From an optimization exercise on the open Yosys and OpenROAD flow, aimed at a short achievable clock period and few clock cycles per item; shortcuts taken in it are not production practice.
Only the layout flow was run in this run; the RTL was not checked for function there.
No activity file was given, so power comes from the tool's default toggle rates.

[flow/run.sh]
#!/bin/bash
# synth_recipe.tcl (not shown) runs the flow's synth.tcl, then flattens the netlist and writes it again
# the make line also repeats each setting of config.mk as NAME=value (left out here)
make -C /OpenROAD-flow-scripts/flow DESIGN_CONFIG=/design/flow/config.mk WORK_HOME=/design/flow/orfs CLKGATE_MAP_FILE= SYNTH_SCRIPT=/design/flow/synth_recipe.tcl finish
[flow/config.mk]
export PLATFORM = sky130hd
export DESIGN_NAME = cpu_top
export DESIGN_NICKNAME = cpu_top
export VERILOG_FILES = /design/flow/design.v
export SDC_FILE = /design/flow/constraint.sdc
export NUM_CORES = 4
export LEC_CHECK = 0
export CAP_MARGIN = 20
export CORE_MARGIN = 2
export CORE_UTILIZATION = 40
export SLEW_MARGIN = 20
[flow/constraint.sdc]
create_clock -name core_clock -period 8.0 [get_ports {clk}]
set_input_delay 1.6000 -clock core_clock [delete_from_list [all_inputs] [get_ports {clk}]]
set_output_delay 1.6000 -clock core_clock [all_outputs]
set_load 0.01 [all_outputs]
[flow/design.v]
package cpu_pkg;
  localparam int data_w    = 16;
  localparam int reg_idx_w = 4;
  localparam logic [2:0] op_arith  = 3'b000;
  localparam logic [2:0] op_cmpmul = 3'b001;
  localparam logic [2:0] op_load   = 3'b010;
  localparam logic [2:0] op_store  = 3'b011;
  localparam logic [2:0] op_beq    = 3'b100;
  localparam logic [2:0] op_jump   = 3'b101;
  localparam logic region_instr = 1'b0;
  localparam logic region_data  = 1'b1;
endpackage
module exec_unit (
  input  logic                       clk,
  input  logic                       rst_n,
  input  logic                       in_v,
  input  logic [3:0]                 in_rd,
  input  logic [cpu_pkg::data_w-1:0] a,
  input  logic [cpu_pkg::data_w-1:0] b,
  output logic                       out_v,
  output logic [3:0]                 out_rd,
  output logic [cpu_pkg::data_w-1:0] out_res
);
  logic [15:0] t0, t1, t2, t3;
  logic        m_v;
  logic [3:0]  m_rd;
  always_ff @(posedge clk or negedge rst_n) begin
    if (!rst_n) m_v <= 1'b0;
    else        m_v <= in_v;
  end
  always_ff @(posedge clk) begin
    if (in_v) begin
      m_rd <= in_rd;
      t0   <= a * {12'd0, b[3:0]};
      t1   <= (a * {12'd0, b[7:4]})   << 4;
      t2   <= (a * {12'd0, b[11:8]})  << 8;
      t3   <= (a * {12'd0, b[15:12]}) << 12;
    end
  end
  assign out_v   = m_v;
  assign out_rd  = m_rd;
  assign out_res = t0 + t1 + t2 + t3;
endmodule
module cpu_top #(
  parameter int addr_w = 12
) (
  input  logic                       clk,
  input  logic                       rst_n,
  output logic                       io_stall,
  output logic                       mem_req,
  output logic                       mem_we,
  output logic [addr_w:0]            mem_addr,
  output logic [cpu_pkg::data_w-1:0] mem_wdata,
  input  logic                       mem_ack,
  input  logic [cpu_pkg::data_w-1:0] mem_rdata
);
  localparam int QD = 4;    
  logic              bq_req;
  logic              bq_we;
  logic [addr_w:0]   bq_addr;
  logic [15:0]       bq_wdata;
  logic              bq_data;    
  logic [3:0]        bq_rt;      
  logic              bq_disc;    
  assign mem_req   = bq_req;
  assign mem_we    = bq_we;
  assign mem_addr  = bq_addr;
  assign mem_wdata = bq_wdata;
  logic f_ack, ld_ack, st_ack, bus_free;
  assign bus_free = !bq_req || mem_ack;
  assign f_ack    = bq_req && mem_ack && !bq_data;
  assign ld_ack   = bq_req && mem_ack && bq_data && !bq_we;
  assign st_ack   = bq_req && mem_ack && bq_data && bq_we;
  logic [15:0] rf [0:15];
  logic [15:0] pend;    
  logic [15:0]       q_ins [0:QD-1];
  logic [addr_w-1:0] q_pc  [0:QD-1];
  logic [QD-1:0]     q_v;
  logic [addr_w-1:0] fpc;       
  logic              fpc_adv;
  logic        e_v;        
  logic        e_ldst;     
  logic        e_st;
  logic        e_mul;
  logic [2:0]  e_op;
  logic        e_f;
  logic [3:0]  e_rd;
  logic [15:0] e_a, e_b;
  logic [4:0]  e_imm;
  logic              dq_v;
  logic              dq_we;
  logic [addr_w-1:0] dq_addr;
  logic [15:0]       dq_wdata;
  logic [3:0]        dq_rt;
  logic       st_infl;          
  logic [4:0] ret_a;            
  logic [4:0] ret_b;            
  logic       show;
  logic        m_out_v;
  logic [3:0]  m_out_rd;
  logic [15:0] m_out_res;
  logic [15:0] d_ins;
  logic [2:0]  d_op;
  logic [3:0]  d_rs, d_rt, d_rd;
  logic        d_v;
  assign d_ins = q_ins[0];
  assign d_v   = q_v[0];
  assign d_op  = d_ins[15:13];
  assign d_rs  = d_ins[12:9];
  assign d_rt  = d_ins[8:5];
  assign d_rd  = d_ins[4:1];
  logic d_alu, d_mul, d_ld, d_st, d_beq;
  assign d_alu = (d_op == cpu_pkg::op_arith) || (d_op == cpu_pkg::op_cmpmul && !d_ins[0]);
  assign d_mul = (d_op == cpu_pkg::op_cmpmul) && d_ins[0];
  assign d_ld  = (d_op == cpu_pkg::op_load);
  assign d_st  = (d_op == cpu_pkg::op_store);
  assign d_beq = (d_op == cpu_pkg::op_beq);
  logic d_use_rs, d_use_rt, d_wr;
  logic [3:0] d_dst;
  assign d_use_rs = d_alu || d_mul || d_ld || d_st || d_beq;
  assign d_use_rt = d_alu || d_mul || d_st || d_beq;
  assign d_wr     = d_alu || d_mul || d_ld;
  assign d_dst    = d_ld ? d_rt : d_rd;
  logic e_hit_rs, e_hit_rt;
  assign e_hit_rs = e_v && (e_rd == d_rs);
  assign e_hit_rt = e_v && (e_rd == d_rt);
  logic d_stall;
  always_comb begin
    d_stall = 1'b0;
    if ((d_use_rs && pend[d_rs]) || (d_use_rt && pend[d_rt]) || (d_wr && pend[d_dst]))
      d_stall = 1'b1;
    if (d_beq && (e_hit_rs || e_hit_rt))
      d_stall = 1'b1;
    if ((d_ld || d_st) && (e_ldst || dq_v))
      d_stall = 1'b1;
    if (d_st && st_infl)
      d_stall = 1'b1;
    if (ret_a[4] || ret_a[3] || ret_b[4] || ret_b[3])
      d_stall = 1'b1;
  end
  logic iss;
  assign iss = d_v && !d_stall;
  logic [15:0] rs_val, rt_val, e_res;
  assign rs_val = e_hit_rs ? e_res : rf[d_rs];
  assign rt_val = e_hit_rt ? e_res : rf[d_rt];
  logic [addr_w-1:0] br_tgt;
  logic              redirect;
  assign br_tgt   = q_pc[0] + addr_w'(1) + addr_w'({{7{d_ins[4]}}, d_ins[4:0]});
  assign redirect = iss && d_beq && (rf[d_rs] == rf[d_rt]);
  logic [16:0] e_diff;
  logic        e_lt;
  assign e_diff = {e_a[15], e_a} - {e_b[15], e_b};
  assign e_lt   = e_diff[16];
  always_comb begin
    if (e_op == cpu_pkg::op_arith) e_res = e_f ? e_a - e_b : e_a + e_b;
    else                           e_res = {15'd0, e_lt};
  end
  logic [addr_w-1:0] e_addr;
  assign e_addr = e_a[addr_w-1:0] + addr_w'({{7{e_imm[4]}}, e_imm});
  always_ff @(posedge clk or negedge rst_n) begin
    if (!rst_n) begin
      e_v    <= 1'b0;
      e_ldst <= 1'b0;
      e_st   <= 1'b0;
      e_mul  <= 1'b0;
    end else begin
      e_v    <= iss && d_alu;
      e_ldst <= iss && (d_ld || d_st);
      e_st   <= iss && d_st;
      e_mul  <= iss && d_mul;
    end
  end
  always_ff @(posedge clk) begin
    if (iss) begin
      e_op  <= d_op;
      e_f   <= d_ins[0];
      e_rd  <= d_dst;
      e_a   <= rs_val;
      e_b   <= rt_val;
      e_imm <= d_ins[4:0];
    end
  end
  exec_unit u_mul (
    .clk, .rst_n, .in_v(e_mul), .in_rd(e_rd), .a(e_a), .b(e_b),
    .out_v(m_out_v), .out_rd(m_out_rd), .out_res(m_out_res)
  );
  always_ff @(posedge clk or negedge rst_n) begin
    if (!rst_n) begin
      for (int i = 0; i < 16; i++) rf[i] <= '0;
    end else begin
      for (int i = 0; i < 16; i++) begin
        if (e_v && e_rd == 4'(i))                 rf[i] <= e_res;
        else if (ld_ack && bq_rt == 4'(i))        rf[i] <= mem_rdata;
        else if (m_out_v && m_out_rd == 4'(i))    rf[i] <= m_out_res;
      end
    end
  end
  always_ff @(posedge clk or negedge rst_n) begin
    if (!rst_n) begin
      pend <= '0;
    end else begin
      for (int i = 0; i < 16; i++) begin
        if (iss && (d_ld || d_mul) && d_dst == 4'(i))  pend[i] <= 1'b1;
        else if ((ld_ack && bq_rt == 4'(i)) || (m_out_v && m_out_rd == 4'(i))) pend[i] <= 1'b0;
      end
    end
  end
  logic [addr_w-1:0] cur_fa;
  logic              jmp_hit;
  logic [addr_w-1:0] fetch_pc;
  logic              push;
  logic [2:0]        nv;
  logic [2:0]        room_need;
  logic              f_ok;
  assign cur_fa  = fpc_adv ? fpc + addr_w'(1) : fpc;
  assign push    = f_ack && !bq_disc && !redirect;
  assign jmp_hit = push && (mem_rdata[15:13] == cpu_pkg::op_jump);
  always_comb begin
    if (redirect)     fetch_pc = br_tgt;
    else if (jmp_hit) fetch_pc = mem_rdata[12:1];
    else              fetch_pc = cur_fa;
  end
  always_comb begin
    nv = '0;
    for (int i = 0; i < QD; i++) nv = nv + 3'(q_v[i]);
  end
  assign room_need = nv - 3'(iss) + 3'(bq_req && !bq_data && !bq_disc);
  assign f_ok      = redirect || (room_need < 3'(QD));
  always_ff @(posedge clk or negedge rst_n) begin
    if (!rst_n) begin
      bq_req   <= 1'b0;
      bq_we    <= 1'b0;
      bq_addr  <= '0;
      bq_wdata <= '0;
      bq_data  <= 1'b0;
      bq_rt    <= '0;
      bq_disc  <= 1'b0;
      dq_v     <= 1'b0;
      fpc      <= '0;
      fpc_adv  <= 1'b0;
    end else begin
      fpc     <= fetch_pc;
      fpc_adv <= 1'b0;
      if (bus_free) begin
        bq_disc <= 1'b0;
        if (e_ldst) begin
          bq_req   <= 1'b1;
          bq_data  <= 1'b1;
          bq_we    <= e_st;
          bq_addr  <= {cpu_pkg::region_data, e_addr};
          bq_wdata <= e_b;
          bq_rt    <= e_rd;
        end else if (dq_v) begin
          dq_v     <= 1'b0;
          bq_req   <= 1'b1;
          bq_data  <= 1'b1;
          bq_we    <= dq_we;
          bq_addr  <= {cpu_pkg::region_data, dq_addr};
          bq_wdata <= dq_wdata;
          bq_rt    <= dq_rt;
        end else if (f_ok) begin
          bq_req   <= 1'b1;
          bq_data  <= 1'b0;
          bq_we    <= 1'b0;
          bq_addr  <= {cpu_pkg::region_instr, fetch_pc};
          fpc_adv  <= 1'b1;
        end else begin
          bq_req   <= 1'b0;
          bq_data  <= 1'b0;
          bq_we    <= 1'b0;
        end
      end else begin
        if (redirect && !bq_data) bq_disc <= 1'b1;
        if (e_ldst) begin
          dq_v     <= 1'b1;
          dq_we    <= e_st;
          dq_addr  <= e_addr;
          dq_wdata <= e_b;
          dq_rt    <= e_rd;
        end
      end
    end
  end
  logic [2:0] wpos;
  assign wpos = nv - 3'(iss);
  always_ff @(posedge clk or negedge rst_n) begin
    if (!rst_n) begin
      q_v <= '0;
    end else if (redirect) begin
      q_v <= '0;
    end else begin
      for (int i = 0; i < QD; i++) begin
        if (push && wpos == 3'(i))           q_v[i] <= 1'b1;
        else if (iss)                        q_v[i] <= (i < QD-1) ? q_v[(i+1)%QD] : 1'b0;
      end
    end
  end
  always_ff @(posedge clk) begin
    for (int i = 0; i < QD; i++) begin
      if (push && wpos == 3'(i)) begin
        q_ins[i] <= mem_rdata;
        q_pc[i]  <= bq_addr[addr_w-1:0];
      end else if (iss && i < QD-1) begin
        q_ins[i] <= q_ins[(i+1)%QD];
        q_pc[i]  <= q_pc[(i+1)%QD];
      end
    end
  end
  logic [4:0] a_pre, b_nxt;
  logic       infl_nxt;
  always_comb begin
    a_pre    = ret_a;
    b_nxt    = ret_b;
    infl_nxt = st_infl;
    if (st_infl) begin
      if (st_ack) begin
        a_pre    = ret_a + ret_b + 5'(iss);
        b_nxt    = '0;
        infl_nxt = 1'b0;
      end else begin
        b_nxt    = ret_b + 5'(iss);
      end
    end else if (iss && d_st) begin
      b_nxt    = 5'd1;
      infl_nxt = 1'b1;
    end else begin
      a_pre    = ret_a + 5'(iss);
    end
  end
  always_ff @(posedge clk or negedge rst_n) begin
    if (!rst_n) begin
      ret_a   <= '0;
      ret_b   <= '0;
      st_infl <= 1'b0;
      show    <= 1'b0;
    end else begin
      show    <= (a_pre != '0);
      ret_a   <= a_pre - 5'(a_pre != '0);
      ret_b   <= b_nxt;
      st_infl <= infl_nxt;
    end
  end
  assign io_stall = !show;
endmodule
==> results.txt <==
==> where the power goes <==
group | internal [mW] | switching, mW
Clock | 1.79 | 1.40
Combinational | 0.370 | 0.452
Sequential | 3.28 | 0.229
==> cells by family (layout without fill, tap and decap cells) <==
logic type | Yosys count | in the layout | synth area share
multiplexers | 362 | 362 | 0.1057
XOR/XNOR | 148 | 148 | 0.03309
AND/OR/NAND/NOR | 1111 | 1111 | 0.1294
flip-flops | 577 | 577 | 0.3984
AO/OA/AOI/OAI | 1203 | 1203 | 0.2058
adder cells (fa/ha/maj) | 202 | 202 | 0.07775
buffers and inverters | 468 | 417 | 0.04980
==> stage by stage <==
stage,worst slack [ps],hold slack (ps),cell area (sq um),cells,power [mW]
after CTS,1635,463.9,43140,5295,7.540
after global routing,1590,479.1,43190,5296,7.771
after detailed placement,1632,444.9,40900,5169,4.371
after floorplan,1388,424.4,39170,4071,4.009
after global placement,1621,445.3,40870,5168,4.353
final,1908,473.6,43190,5296,7.515
==> state kept, by name (all words and copies together), names as in the netlist, 8 cells and up <==
register,cells
rf,256
q_ins,64
q_pc,48
bq_wdata,16
dq_wdata,16
e_a,16
e_b,16
pend,16
u_mul.t0,16
bq_addr,13
dq_addr,12
fpc,12
u_mul.t1,12
u_mul.t2,8
==> layer usage <==
| layer | wire, microns | vias up | global-route usage |
|---|---|---|---|
| met5 | 13 | - | 0 |
| met4 | 9733 | 2 | 0.1618 |
| met3 | 21910 | 585 | 0.1169 |
| met2 | 66160 | 2423 | 0.4495 |
| met1 | 65210 | 16960 | 0.4340 |
| li1 | - | 14765 | - |
==> layout make-up <==
type / count / area, sq um / share of cell area
Multi-Input combinational cell: 3026 / 21830 / 0.5055
Clock inverter: 32 / 300.3 / 0.006953
Tap cell: 1276 / 1597 / 0.03697
Clock buffer: 94 / 1942 / 0.04496
Sequential cell: 577 / 15610 / 0.3614
Inverter: 117 / 439.2 / 0.01017
Timing Repair Buffer: 174 / 1471 / 0.03407
==> cell usage in the layout (no fill, tap or decap), types with 34 or more instances in the layout <==
| cell type | instances |
|---|---|
| o211ai_1 | 298 |
| nand2_1 | 561 |
| nor2b_1 | 36 |
| dfrtp_1 | 342 |
| inv_1 | 110 |
| ha_1 | 133 |
| nor2_1 | 156 |
| clkdlybuf4s50_1 | 48 |
| o21ai_0 | 353 |
| xor2_1 | 37 |
| nand2b_1 | 34 |
| edfxtp_1 | 233 |
| nand3_1 | 105 |
| buf_4 | 121 |
| a21oi_1 | 138 |
| fa_1 | 69 |
| xnor2_1 | 109 |
| mux2i_1 | 208 |
| clkbuf_16 | 70 |
| a31oi_1 | 55 |
| and2_1 | 54 |
| a22o_1 | 59 |
| mux2_2 | 101 |
| a22oi_1 | 37 |
==> critical path, cell delays in order (launching register included) <==
cell and delay [ps]:
edfxtp_1 540, or3b_1 720, mux2i_1 560, a22o_1 250
a211oi_1 60, o2111ai_1 280, nand2_1 150, inv_2 80
ha_1 230, fa_1 480, inv_1 50, ha_1 200
fa_1 380, xnor2_1 330, nand3_2 170, or3b_2 690
buf_4 320, mux2_4 320
==> how the worst max path moves through the flow <==
| stage | to | start | cells past startpoint |
|---|---|---|---|
| after floorplan | q_ins[2][0] | q_ins[0][9] | 17 |
| after global placement | q_pc[0][4] | q_ins[0][13] | 18 |
| after detailed placement | q_pc[0][5] | q_ins[0][13] | 18 |
| after CTS | q_ins[0][7] | q_ins[0][13] | 18 |
| after global routing | q_ins[0][12] | q_ins[0][13] | 19 |
| final | q_ins[2][5] | q_ins[0][13] | 17 |
==> results.txt <==
Entering global routing, the biggest net connects 69 pins. Of the synthesized area, sequential elements account for 0.3984. The number of violations reported at the end of detailed-routing iteration 0 came out at 5,011. The latest clock arrival within the worst-skew pair came out at 650 ps. Setup repair after global routing left no endpoint under its margin. The height of the die is 316.9 microns.

For this run the aggregate overflow at the end of global routing stands at 0. In the synthesized netlist the dominant register cell turns out to be dfrtp_1. The clock tree from TritonCTS is done. The number of inserted filler cells in the final layout is 9,177. The sum of routed wire length over all layers is 163,000 microns.

In the final routed layout, each cell accounts on average for 30.78 microns. The worst hold path stage count is 0. The static power due to leakage is 16.05 nW.

The count of H-tree levels built during CTS is 3. The wire length of the first global-routing pass came out at 233,800 microns. For the worst setup path, the data arrival time is 6470 ps. The depth of the most critical reg-to-reg path is 17.

For this design the ratio of total power to cell area is 174.0 nW/um^2. The number of max-slew violations in the final report is 0. The via count is 34,735.

The average cell area after synthesis came out at 9.621 sq um. The count of max-cap constraint violations is 0. The worst setup path is launched from a flip-flop.

For this run, the share of the core covered by cells in the final layout is 0.4459. The area overhead of the layout relative to synthesis came out at 10.26%. For this configuration, the core starts out at a cell density of 0.4044. The number of post-CTS setup repair buffers came out at 0.

The congestion estimate from routability-driven global placement came to 1.052. The startpoint identified for the worst register-to-register timing path is q_ins[0][13]. The part of the cycle the worst path needs came out at 0.7615. After synthesis, the netlist uses 88 different library cells. Derived from the worst setup path, the maximum achievable clock frequency is 164.2 MHz. The worst setup path is captured at a flip-flop. The data required time of the critical path is 8370 ps. The type of the worst setup path is reg2reg. The worst min-delay path category is reg2reg. After detailed routing, the number of remaining DRC violations is 0.

The overall routing resource usage is 0.3210. The tree built by TritonCTS fans out to 577 sinks. The via count of the first global-routing pass came out at 32,533. The count of nets left with antenna violations once routing finished came out at 0.

The most frequently used cell type in the post-synthesis netlist is nand2_1. The layout net count came out at 4,186. The number of buffers added on ports came out at 50. The register-to-register path setup slack came out at 1910 ps. The total nets after synthesis came out at 4,292. The cell row count is 114.

The count of antenna diodes in the layout came out at 0. The total of warnings raised by yosys came out at 5. The run finished with no timing, DRC or antenna violations. The max-slew headroom at the worst pin came out at 0.1683. Pin placement for this block handled 51 I/O pins. The synthesized instance count came out at 4,071. In this run, synthesis inferred 233 flip-flops with an integrated enable. The number of hold violations in the final report came out at 0. The fraction of final layout cells sized beyond drive strength 1 came out at 0.1127. The number of clock buffers added by TritonCTS is 69. Summing every instance area after synthesis gives 39,170 sq um.

The placeable core region came out at 96,850 sq um. The number of hold-repair buffers added at the cts stage is 0. The minimum clock period is 6092 ps.

The worst hold path begins at e_st. The total negative slack for setup checks came out at 0 ps. The HPWL after detailed placement came out at 110,500 microns. The pre-antenna-repair detailed-routing pass consisted of 9 iterations.

At the pin with the least slew margin, the transition time is 1245 ps. The worst hold path terminates at dq_we. The number of antenna violations at the first check in global routing came out at 2. The full die area is 100,400 sq um. dfrtp_1 takes more of the synthesized area than any other cell.

The buffer type at the clock tree root is clkbuf_16. The via-per-instance ratio came out at 6.559. The capturing point of the worst reg2reg path is q_ins[2][5]. The total of endpoints with negative setup slack in the final report is 0.

Sorting the synthesized cells by how often they occur yields 572 x nand2_1, 360 x o21ai_0, 344 x dfrtp_1. By area the synthesized netlist is led by dfrtp_1 22%, edfxtp_1 18%, o211ai_1 5.7%, nand2_1 5.5%, mux2i_1 5.3%. The share of synthesized area in the top cell type comes to 0.2198. The number of gates resized after CTS is 0.

The worst-case vdd ir drop came out at 165.2 uV. The highest fanout seen on the critical path came out at 17. The die is 316.9 microns wide. After synthesis, the share of flip-flops with an asynchronous set or reset is 0.5962. The clock arrives with 28.72 ps of skew. After clock tree synthesis, the clock-pin slew on the worst setup and hold paths is 60 ps. The clock passes through at most 3 buffers. Counting flops and latches in the post-synthesis netlist gives 577.

## port drivers added, routing unchanged
No port has a modelled driver above. Below, the same layout with a new extraction and two added sets of constraints.
Step 1: set_driving_cell puts a clkbuf_16 on clk and a buf_2 on each other input, an assumption about the parent block.
Step 2 times the ports against the registers' clock, not the clock port: input delays grow and output delays shrink by t, the midpoint of the rising clock arrivals with the driver on.
Three values: no drivers, after step 1, after step 2; two values: the first two.
t, ns: 0.701
setup slack, ns: 1.908 / 1.908 / 1.908
worst setup path after step 2: register to register
After both steps setup and hold are still met in this run. The setup slack of this run moves by 0.000 ns with the drivers and by 0.000 ns with both steps.
